This design comes from an exercise in tuning for small area, a short achievable clock period and few clock cycles per item on the open sky130 flow, not from production work.
Function was checked by simulation only, so behaviour that the tests miss may differ from the original.
Power figures rest on the tool's default switching activity, not on a simulated workload.

[flow/design.v]
package sat_pkg;
  localparam int unsigned ADDR_W  = 32;
  localparam int unsigned COUNT_W = 5;
  localparam logic [1:0] OP_CLEAR = 2'd0;
  localparam logic [1:0] OP_LOAD  = 2'd1;
  localparam logic [1:0] OP_V2F   = 2'd2;
  localparam logic [1:0] OP_F2V   = 2'd3;
  localparam logic [1:0] STATUS_OK   = 2'd0;
  localparam logic [1:0] STATUS_MISS = 2'd1;
  localparam logic [1:0] STATUS_FULL = 2'd2;
  localparam logic [ADDR_W-1:0] FILE_ALIGN_RST = 32'd512;
  localparam logic [ADDR_W-1:0] SECT_ALIGN_RST = 32'd4096;
endpackage
module section_address_translator (
  input  logic               clk,
  input  logic               rst_n,
  input  logic               cfg_we,
  input  logic [0:0]         cfg_index,
  input  logic [sat_pkg::ADDR_W-1:0]  cfg_data,
  input  logic               in_valid,
  output logic               in_ready,
  input  logic [1:0]         in_op,
  input  logic [sat_pkg::ADDR_W-1:0]  in_address,
  input  logic [sat_pkg::ADDR_W-1:0]  in_raw_start,
  input  logic [sat_pkg::ADDR_W-1:0]  in_raw_size,
  input  logic [sat_pkg::ADDR_W-1:0]  in_virt_start,
  input  logic [sat_pkg::ADDR_W-1:0]  in_virt_size,
  output logic               out_valid,
  input  logic               out_ready,
  output logic [1:0]         out_status,
  output logic [sat_pkg::ADDR_W-1:0]  out_translated,
  output logic [sat_pkg::ADDR_W-1:0]  out_raw_end_rounded,
  output logic [sat_pkg::ADDR_W-1:0]  out_virt_end_rounded,
  output logic [sat_pkg::COUNT_W-1:0] out_entry_count
);
  localparam int N = 16;
  function automatic logic [N-1:0] msb_onehot(input logic [N-1:0] v);
    msb_onehot = '0;
    for (int i = 0; i < N; i++) if (v[i]) msb_onehot = N'(1) << i;
  endfunction
  function automatic logic [32:0] add32(input logic [31:0] x, input logic [31:0] y,
                                        input logic ci);
    logic [31:0] p, gg, pp;
    p  = x ^ y;
    gg = x & y;
    pp = p;
    gg[0] = gg[0] | (p[0] & ci);
    for (int l = 0; l < 5; l++)
      for (int k = 0; k < 32; k++)
        if (((k >> l) & 1) == 1) begin
          gg[k] = gg[k] | (pp[k] & gg[((k >> (l + 1)) << (l + 1)) + (1 << l) - 1]);
          pp[k] = pp[k] & pp[((k >> (l + 1)) << (l + 1)) + (1 << l) - 1];
        end
    add32 = {gg[31], p ^ {gg[30:0], ci}};
  endfunction
  function automatic logic ge(input logic [31:0] x, input logic [31:0] y);
    logic c;
    c = 1'b1;
    for (int k = 0; k < 32; k++) c = (x[k] & ~y[k]) | ((x[k] | ~y[k]) & c);
    ge = c;
  endfunction
  logic [31:0] fa_r, sa_r;
  logic        fa_p2, sa_p2;    
  logic [31:0] m_f, m_s;        
  always_ff @(posedge clk) begin
    if (!rst_n) begin
      fa_r <= sat_pkg::FILE_ALIGN_RST;
      sa_r <= sat_pkg::SECT_ALIGN_RST;
    end else if (cfg_we) begin
      if (cfg_index == 1'b0) fa_r <= cfg_data;
      else                   sa_r <= cfg_data;
    end
  end
  logic [32:0] fa_m1, sa_m1;
  logic        fa_p2n, sa_p2n;
  assign fa_m1  = add32(fa_r, 32'hFFFF_FFFF, 1'b0);
  assign sa_m1  = add32(sa_r, 32'hFFFF_FFFF, 1'b0);
  assign fa_p2n = (fa_r & fa_m1[31:0]) == 32'd0;
  assign sa_p2n = (sa_r & sa_m1[31:0]) == 32'd0;
  always_ff @(posedge clk) begin
    if (!rst_n) begin
      fa_p2 <= 1'b1;
      sa_p2 <= 1'b1;
      m_f   <= sat_pkg::FILE_ALIGN_RST - 32'd1;
      m_s   <= sat_pkg::SECT_ALIGN_RST - 32'd1;
    end else begin
      fa_p2 <= fa_p2n;
      sa_p2 <= sa_p2n;
      m_f   <= (fa_p2n && fa_m1[32]) ? fa_m1[31:0] : 32'd0;
      m_s   <= (sa_p2n && sa_m1[32]) ? sa_m1[31:0] : 32'd0;
    end
  end
  logic [N-1:0][31:0] s_rb, s_re, s_vb, s_ve;
  logic [N-1:0]       s_v;
  logic [4:0]         count_r;
  logic [3:0]         head_r;      
  logic        full, ins_ok, accept, ins, p0_free;
  logic [31:0] raw_end_in, virt_end_in;
  logic [4:0]  count_nxt;
  assign full        = count_r[4];
  assign ins_ok      = (count_r == 5'd0) || ((head_r + 4'd1 - count_r[3:0]) == 4'd0);
  assign in_ready    = p0_free && !(in_op == sat_pkg::OP_LOAD && !full && !ins_ok);
  assign accept      = in_valid && in_ready;
  assign ins         = accept && in_op == sat_pkg::OP_LOAD && !full;
  logic [32:0] raw_sum_in, virt_sum_in;
  assign raw_sum_in  = add32(in_raw_start, in_raw_size, 1'b0);
  assign virt_sum_in = add32(in_virt_start, in_virt_size, 1'b0);
  assign raw_end_in  = raw_sum_in[31:0];
  assign virt_end_in = virt_sum_in[31:0];
  always_comb begin
    count_nxt = count_r;
    if (in_op == sat_pkg::OP_CLEAR) count_nxt = 5'd0;
    else if (in_op == sat_pkg::OP_LOAD && !full) count_nxt = count_r + 5'd1;
  end
  always_ff @(posedge clk) begin
    for (int i = 1; i < N; i++) begin
      s_rb[i] <= s_rb[i-1];
      s_re[i] <= s_re[i-1];
      s_vb[i] <= s_vb[i-1];
      s_ve[i] <= s_ve[i-1];
    end
    if (ins) begin
      s_rb[0] <= in_raw_start;
      s_re[0] <= raw_end_in;
      s_vb[0] <= in_virt_start;
      s_ve[0] <= virt_end_in;
    end else begin
      s_rb[0] <= s_rb[N-1];
      s_re[0] <= s_re[N-1];
      s_vb[0] <= s_vb[N-1];
      s_ve[0] <= s_ve[N-1];
    end
  end
  always_ff @(posedge clk) begin
    if (!rst_n) begin
      s_v     <= '0;
      count_r <= 5'd0;
      head_r  <= 4'd0;
    end else begin
      if (accept && in_op == sat_pkg::OP_CLEAR) s_v <= '0;
      else s_v <= {s_v[N-2:0], ins ? 1'b1 : s_v[N-1]};
      if (accept) count_r <= count_nxt;
      head_r <= (ins && count_r == 5'd0) ? 4'd0 : head_r + 4'd1;
    end
  end
  logic [N-1:0] lowm_r;
  always_ff @(posedge clk) begin
    for (int i = 0; i < N; i++)
      lowm_r[i] <= (4'(i) <= ((rst_n && ins && count_r == 5'd0) ? 4'd0 : head_r + 4'd1));
  end
  logic p0_v, p1_v, p2_v, out_v;
  logic p0_adv, p1_adv, p2_adv, p1_free, p2_free, stall_out;
  logic slow, dv_need, dv_step, dv_done, dv_lane_s, dv_fin, dv_w33;
  logic [6:0] dv_cnt;
  logic [1:0] p0_op, p1_op, p2_op;
  assign stall_out = out_v && !out_ready;
  assign p2_adv    = p2_v && !stall_out;
  assign p2_free   = !p2_v || p2_adv;
  assign p1_adv    = p1_v && p2_free;
  assign p1_free   = !p1_v || p1_adv;
  assign slow      = !(fa_p2 && sa_p2);
  assign dv_need   = p0_v && p0_op == sat_pkg::OP_LOAD && slow;
  assign dv_step   = dv_need && !dv_done;
  assign p0_adv    = p0_v && p1_free && !dv_step;
  assign p0_free   = !p0_v || p0_adv;
  always_ff @(posedge clk) begin
    if (!rst_n) begin
      p0_v  <= 1'b0;
      p1_v  <= 1'b0;
      p2_v  <= 1'b0;
      out_v <= 1'b0;
    end else begin
      if (accept) p0_v <= 1'b1;
      else if (p0_adv) p0_v <= 1'b0;
      if (p0_adv) p1_v <= 1'b1;
      else if (p1_adv) p1_v <= 1'b0;
      if (p1_adv) p2_v <= 1'b1;
      else if (p2_adv) p2_v <= 1'b0;
      if (p2_adv) out_v <= 1'b1;
      else if (out_ready) out_v <= 1'b0;
    end
  end
  assign out_valid = out_v;
  logic        p0_full;
  logic [4:0]  p0_cnt;
  logic [31:0] p0_a, p0_b;     
  logic [31:0] dv_r, dv_d, dv_x, dv_y;
  logic [32:0] dv_sh, dv_sub;
  logic        dv_z;
  logic [6:0]  dv_cnt_n;
  assign dv_cnt_n  = dv_cnt + 7'd1;
  assign dv_d      = dv_lane_s ? sa_r : fa_r;
  assign dv_sh     = {dv_r, dv_lane_s ? p0_b[31] : p0_a[31]};
  assign dv_x      = dv_fin ? dv_d : dv_sh[31:0];
  assign dv_y      = dv_fin ? dv_r : dv_d;
  assign dv_sub    = add32(dv_x, ~dv_y, 1'b1);
  always_ff @(posedge clk) begin
    if (accept) begin
      p0_op   <= in_op;
      p0_cnt  <= count_nxt;
      p0_full <= full;
      p0_a    <= (in_op == sat_pkg::OP_LOAD) ? raw_end_in : in_address;
      p0_b    <= virt_end_in;
      dv_cnt    <= 7'd0;
      dv_r      <= 32'd0;
      dv_lane_s <= 1'b0;
      dv_fin    <= 1'b0;
      dv_w33    <= 1'b0;
      dv_done   <= 1'b0;
    end else if (dv_step) begin
      dv_cnt    <= dv_cnt_n;
      dv_lane_s <= dv_cnt_n > 7'd33;
      dv_fin    <= dv_cnt_n == 7'd32 || dv_cnt_n == 7'd66;
      dv_w33    <= dv_cnt_n == 7'd33;
      dv_done   <= dv_cnt_n == 7'd67;
      if (dv_fin) begin
        dv_r <= dv_sub[31:0];
        dv_z <= dv_r == 32'd0 || dv_d == 32'd0;
      end else if (dv_w33) begin
        p0_a <= rnd_f;
        dv_r <= 32'd0;
      end else begin
        if (dv_lane_s) p0_b <= {p0_b[30:0], p0_b[31]};
        else           p0_a <= {p0_a[30:0], p0_a[31]};
        dv_r <= (dv_sh[32] || dv_sub[32]) ? dv_sub[31:0] : dv_sh[31:0];
      end
    end
  end
  logic [N-1:0] hit;
  always_comb begin
    for (int i = 0; i < N; i++)
      hit[i] = s_v[i] && ge(p0_a, p0_op[0] ? s_rb[i] : s_vb[i])
                      && ge(p0_op[0] ? s_re[i] : s_ve[i], p0_a);
  end
  logic [32:0] rs_f, rs_s;
  logic [31:0] rnd_f, rnd_s;
  logic        z_f, z_s;
  assign z_f   = slow ? dv_z : (p0_a & m_f) == 32'd0;
  assign z_s   = slow ? dv_z : (p0_b & m_s) == 32'd0;
  assign rs_f  = add32(slow ? p0_a : (p0_a | m_f), slow ? dv_r : 32'd0, !slow);
  assign rs_s  = add32(slow ? p0_b : (p0_b | m_s), slow ? dv_r : 32'd0, !slow);
  assign rnd_f = z_f ? p0_a : rs_f[31:0];
  assign rnd_s = z_s ? p0_b : rs_s[31:0];
  logic [1:0]   p1_st;
  logic [4:0]   p1_cnt;
  logic [31:0]  p1_a, p1_b;    
  logic [N-1:0] p1_hit;        
  always_ff @(posedge clk) begin
    if (p1_free) begin
      p1_op  <= p0_op;
      p1_cnt <= p0_cnt;
      p1_st  <= (p0_op == sat_pkg::OP_LOAD && p0_full) ? sat_pkg::STATUS_FULL : sat_pkg::STATUS_OK;
      p1_a   <= (p0_op == sat_pkg::OP_LOAD && !slow) ? rnd_f : p0_a;
      p1_b   <= rnd_s;
      p1_hit <= {hit[N-2:0], hit[N-1]};
    end else begin
      p1_hit <= {p1_hit[N-2:0], p1_hit[N-1]};
    end
  end
  logic [N-1:0] hreq, sel;
  logic [31:0]  rb_sel, vb_sel;
  always_comb begin
    hreq = p1_hit & lowm_r;
    sel  = (hreq != '0) ? msb_onehot(hreq) : msb_onehot(p1_hit);
    rb_sel = '0;
    vb_sel = '0;
    for (int i = 0; i < N; i++) begin
      rb_sel = rb_sel | (s_rb[i] & {32{sel[i]}});
      vb_sel = vb_sel | (s_vb[i] & {32{sel[i]}});
    end
  end
  logic        p2_hit;
  logic [1:0]  p2_st;
  logic [4:0]  p2_cnt;
  logic [31:0] p2_x, p2_y, p2_a;   
  always_ff @(posedge clk) begin
    if (p2_free) begin
      p2_op  <= p1_op;
      p2_cnt <= p1_cnt;
      p2_hit <= p1_hit != '0;
      p2_st  <= p1_st;
      p2_a   <= p1_a;
      if (p1_op == sat_pkg::OP_LOAD) begin
        p2_x <= p1_a;
        p2_y <= p1_b;
      end else begin
        p2_x <= p1_op[0] ? rb_sel : vb_sel;
        p2_y <= p1_op[0] ? vb_sel : rb_sel;
      end
    end
  end
  logic [31:0] cs_s, cs_c;
  logic [32:0] tr_sum;
  assign cs_s   = p2_y ^ p2_a ^ ~p2_x;
  assign cs_c   = (p2_y & p2_a) | (p2_y & ~p2_x) | (p2_a & ~p2_x);
  assign tr_sum = add32(cs_s, {cs_c[30:0], 1'b0}, 1'b1);
  always_ff @(posedge clk) begin
    if (p2_adv) begin
      out_entry_count      <= p2_cnt;
      out_status           <= p2_st;
      out_translated       <= 32'd0;
      out_raw_end_rounded  <= 32'd0;
      out_virt_end_rounded <= 32'd0;
      case (p2_op)
        sat_pkg::OP_LOAD: begin
          out_raw_end_rounded  <= p2_x;
          out_virt_end_rounded <= p2_y;
        end
        sat_pkg::OP_V2F, sat_pkg::OP_F2V: begin
          out_status     <= p2_hit ? sat_pkg::STATUS_OK : sat_pkg::STATUS_MISS;
          out_translated <= p2_hit ? tr_sum[31:0] : 32'hFFFF_FFFF;
        end
        default: ;
      endcase
    end
  end
endmodule
[flow/run.sh]
#!/bin/bash
# synth_recipe.tcl (not shown) runs the flow's synth.tcl, then flattens the netlist and writes it again
# the make line also repeats each setting of config.mk as NAME=value (left out here)
make -C /OpenROAD-flow-scripts/flow DESIGN_CONFIG=/design/flow/config.mk WORK_HOME=/design/flow/orfs CLKGATE_MAP_FILE= SYNTH_SCRIPT=/design/flow/synth_recipe.tcl finish
[flow/constraint.sdc]
create_clock -name core_clock -period 8.0 [get_ports {clk}]
set_input_delay 1.6000 -clock core_clock [delete_from_list [all_inputs] [get_ports {clk}]]
set_output_delay 1.6000 -clock core_clock [all_outputs]
set_load 0.01 [all_outputs]
[flow/config.mk]
export PLATFORM = sky130hd
export DESIGN_NAME = section_address_translator
export DESIGN_NICKNAME = section_address_translator
export VERILOG_FILES = /design/flow/design.v
export SDC_FILE = /design/flow/constraint.sdc
export NUM_CORES = 4
export LEC_CHECK = 0
export CAP_MARGIN = 20
export CORE_MARGIN = 2
export CORE_UTILIZATION = 60
export CTS_BUF_LIST = sky130_fd_sc_hd__clkbuf_8
export SETUP_SLACK_MARGIN = 4.0
export SLEW_MARGIN = 20
==> summary.txt <==
==> through the flow <==
| stage | cell area [um^2] | total power [mW] |
|---|---|---|
| after global placement | 116000 | 22.3 |
| after floorplan | 111000 | 19.9 |
| after CTS | 131000 | 35.1 |
| after detailed placement | 116000 | 22.4 |
| final | 135000 | 36.2 |
| after global routing | 135000 | 37.2 |
==> worst max-delay path by stage <==
stage / start / end / slack (ns) / cells after the start
after floorplan: in_virt_start[0] / p0_b[31] / 3.55 / 16
after global placement: p0_op[0] / p1_hit[3] / 1.65 / 15
after detailed placement: p0_op[0] / p1_hit[8] / 1.83 / 15
after CTS: head_r[0] / in_ready / 3.21 / 11
after global routing: head_r[0] / in_ready / 3.10 / 11
final: head_r[0] / in_ready / 3.16 / 11
==> power groups by stage <==
stage	sequential, mW	combinational [mW]	clock [mW]
3_5_place_dp	16.3	6.10	0
5_1_grt	16.3	8.35	12.6
2_1_floorplan	15.6	4.27	0
6_report	16.2	8.01	12.0
3_3_place_gp	16.3	5.98	0
4_1_cts	16.0	7.10	12.0
==> flip-flops by register name, indices dropped and copies added, names as in the netlist, 512 cells and up <==
signal / flops
s_re: 512
s_rb: 512
s_vb: 512
s_ve: 512
==> layout by cell type (no fill, tap or decap), drive strengths merged, types with 168 or more instances in the layout <==
cell type         n
dfxtp          2281
o21ai           525
inv             402
buf             505
edfxtp          353
mux2i          1104
ha              261
nor2            544
a22oi           197
a222oi          168
a21oi           535
nand3           261
nand2           892
clkbuf          547
clkdlybuf4s50   279
mux2            178
==> cells by family (layout without fill, tap and decap cells) <==
group / after synthesis / count (layout)
compound gates: 2768 / 2771
flops: 2634 / 2634
simple gates: 2445 / 2451
mux: 1291 / 1291
buf+inv: 974 / 1875
fa+ha+maj: 414 / 414
xor+xnor: 147 / 147
other cells: 0 / 23
==> layer usage <==
metal / global-route usage (%) / share of wire [%] / up-vias
met5: 0 / 0.063 / -
met4: 32.3 / 8.5 / 34
met3: 14.6 / 14 / 1836
met2: 63.6 / 41 / 7462
met1: 58.2 / 37 / 46100
li1: - / - / 40800
==> repair_timing <==
item / 4_1_cts / 5_1_grt
pin swaps: 292 / 329
setup endpoints to repair: 526 / 354
resized for setup: 828 / 625
setup buffers: 166 / 147
gates cloned: 43 / 19
endpoints found under the hold margin: 0 / 0
==> layout make-up <==
type	count	area, um^2
diodes	23	57.6
repair inverters	2	18.8
clock inverters	224	1450
repair buffers	835	9240
flip-flops and latches	2634	56300
inverters	286	1150
well taps	2464	3080
fillers	12700	48200
clock buffers	528	7270
multi-input cells	7074	56500
==> metrics.md <==
| Metric | Value |
|---|---|
| CP Cell Sequence | `ha_4, xnor2_2, buf_6, clkinvlp_4, ha_4, o21a_1, a21oi_1, mux2i_1, a31oi_1, nor2b_2, buf_2` |
| H-tree levels | `5` |
| Synth Area in Compound Gates | `17.1%` |
| Reg power frac | `44.7%` |
| Sequential area share after synthesis | `50.7%` |
| Drt total wl | `448000 um` |
| DRC Markers | `0` |
| Clk pin slew, worst setup/hold paths | `0.07 ns` |
| Min-Delay Path Class | `reg2reg` |
| CTS tree | `built` |
| Clock root cell | `clkbuf_8` |
| Outcome | `finished clean` |
| Power Internal | `~24 mW` |
| Net Switching | `11.8 mW` |
| Dominant cell by count in the synthesized netlist | `dfxtp_1` |
| CTS Hold Bufs | `0` |
| Max-Cap Viols | `0` |
| WP buf/inv | `3` |
| Post-synthesis instance area | `111000 um^2` |
| Post-synth top cells | `2281 x dfxtp_1, 1104 x mux2i_1, 888 x nand2_1` |
| Post-Synth Simple-Gate Area | `10.2%` |
| Worst slew pin tran | `approximately 1.2 ns` |
| Worst hold path endpoint | `s_re[406]` |
| Depth of the worst register-to-register path | `21` |
| Final setup violation count | `0` |
| Worst Min Path Start | `s_re[374]` |
| Vias in the first global route | `90400` |
| CP dominant cell by count | `ha_4` |
| Via/cell ratio | `~6.8` |
| Vias post-DR | `96300` |
| Mux share of post-synthesis cell area | `12.0%` |
| FP Rows | `between 150 and 200` |
| Largest family of logic cells by synthesized area | `compound AO/OA/AOI/OAI gates` |
| CP Data Arrival Time | `3.24 ns` |
| Post-detail-place hpwl | `between 300000 and 400000 um` |
| Overall Global Routing Usage | `45.2%` |
| FFs w/ async S/R, synth | `0%` |
| Die Wd | `434 um` |
| Initial antenna violation count | `37` |
| Worst slack, placed | `1.83 ns` |
| Effective utilization at floorplan | `60.5%` |
| Syn_area_per_cell | `10.4 um^2` |
| Power density over cell area | `268 nW/um^2` |
| Delay-heaviest family, CP | `adder cells` |
| Final GP Congestion | `1.05` |
| Reg2Reg Launch Point | `p0_op[0]` |
| CP Capture Type | `primary output` |
| RSZ-0062 raised after global routing | `yes` |
| Hold Violations, Final | `0` |
| Post-DRT Antenna Nets | `0` |
| Buffers added on ports | `just over 300` |
| Fin crit share | `60.5%` |
| Crit Reg-Reg Endpoint | `p1_hit[2]` |
| Final min period | `4.84 ns` |
| Die height | `434 um` |
| Die footprint | `between 150000 and 200000 um^2` |
| Leak | `54.6 nW` |
| Crit-path max FO | `2` |
| Nets | `11800` |
| Switching share of power | `32.5%` |
| Max Clk Rate | `between 0.2 and 0.25 GHz` |
| Synth cell types | `92` |
| Initial DRC Count | `15000` |
| EDFF count, synth | `approximately 350` |
| CP max stage delay | `about 0.37 ns` |
| Adder-Cell Fraction of Synth Area | `roughly 5%` |
| Final Core Density | `73.7%` |
| Slew Limit Fails | `0` |
| Area of the core | `183000 um^2` |
| Clock share of power | `33.2%` |
| Syn nets | `11200` |
| Setup TNS | `0 ns` |
| Largest net degree at the start of global routing | `102` |
| Max transition margin | `17.6%` |
| Grt ovf | `0` |
| Top cell type's share of synthesized area | `41.2%` |
| WS Path Type | `reg2out` |
| Fin Hold WS | `0.297 ns` |
| Clk Latency, worst-skew pair | `1.16 ns` |
| Setup WS post-layout | `3.16 ns` |
| Syn Inst Count | `10700` |
| Synth area leaders | `dfxtp_1 41%, mux2i_1 10%, edfxtp_1 9.6%, nand2_1 3.0%, ha_1 2.9%` |
| Wire per inst | `approximately 32 um` |
| Critical Path Slowest Stage Cell | `ha_4` |
| Top Ports | `305` |
| Global-route wire length before repair | `just over 600000 um` |
| Area leader, netlist | `dfxtp_1` |
| Share of cells above drive strength 1 | `19.7%` |
| Worst hold stages | `0` |
| Layout Skew | `0.0825 ns` |
| VDD IR max | `0.265 mV` |
| Placed Instances | `12900` |
| Comb power frac | `22.1%` |
| Syn. warnings | `1` |
| CTS max path bufs | `4` |
| Yosys reg bits | `~2600` |
| Required @ worst endpoint | `6.40 ns` |
| Slack of the worst reg-to-reg path | `3.17 ns` |
| CTS Sinks | `2634` |
| CP startpoint kind | `flop` |
| Syn-to-layout area delta | `21.8%` |
| Non-Filler Instances | `between 10000 and 15000` |
| Drt pass-1 iters | `11` |
| Synth Area in XOR/XNOR | `under 10%` |
| CTS Buf Count | `424` |
| Primary FF master, synth | `dfxtp_1` |
Testbench counts, summed over its fixed seeds: cycles 2,518, items 2,486.

-- what the ideal ports hide --
No port has a modelled driver above. Below, the same layout with a new extraction and two added sets of constraints.
Step 1 assumes that a clkbuf_16 drives the clock port and a buf_2 every other input.
Step 2, shift: input delay + t, output delay - t, t = (earliest + latest rising clock arrival at the registers) / 2. This alone moves slack from input paths to output paths.
Three values: ideal ports, drivers, drivers and shift; two values: the first two.
t, ns: 1.209
setup slack, ns: 3.161 / 3.070 / 2.844
latest minus earliest clock arrival (ns): 0.091 / 0.091
pins driven straight from the clock port: 1
After both steps this run still meets setup and hold. The setup slack of this run moves by -0.091 ns with the drivers and by -0.317 ns with both steps.
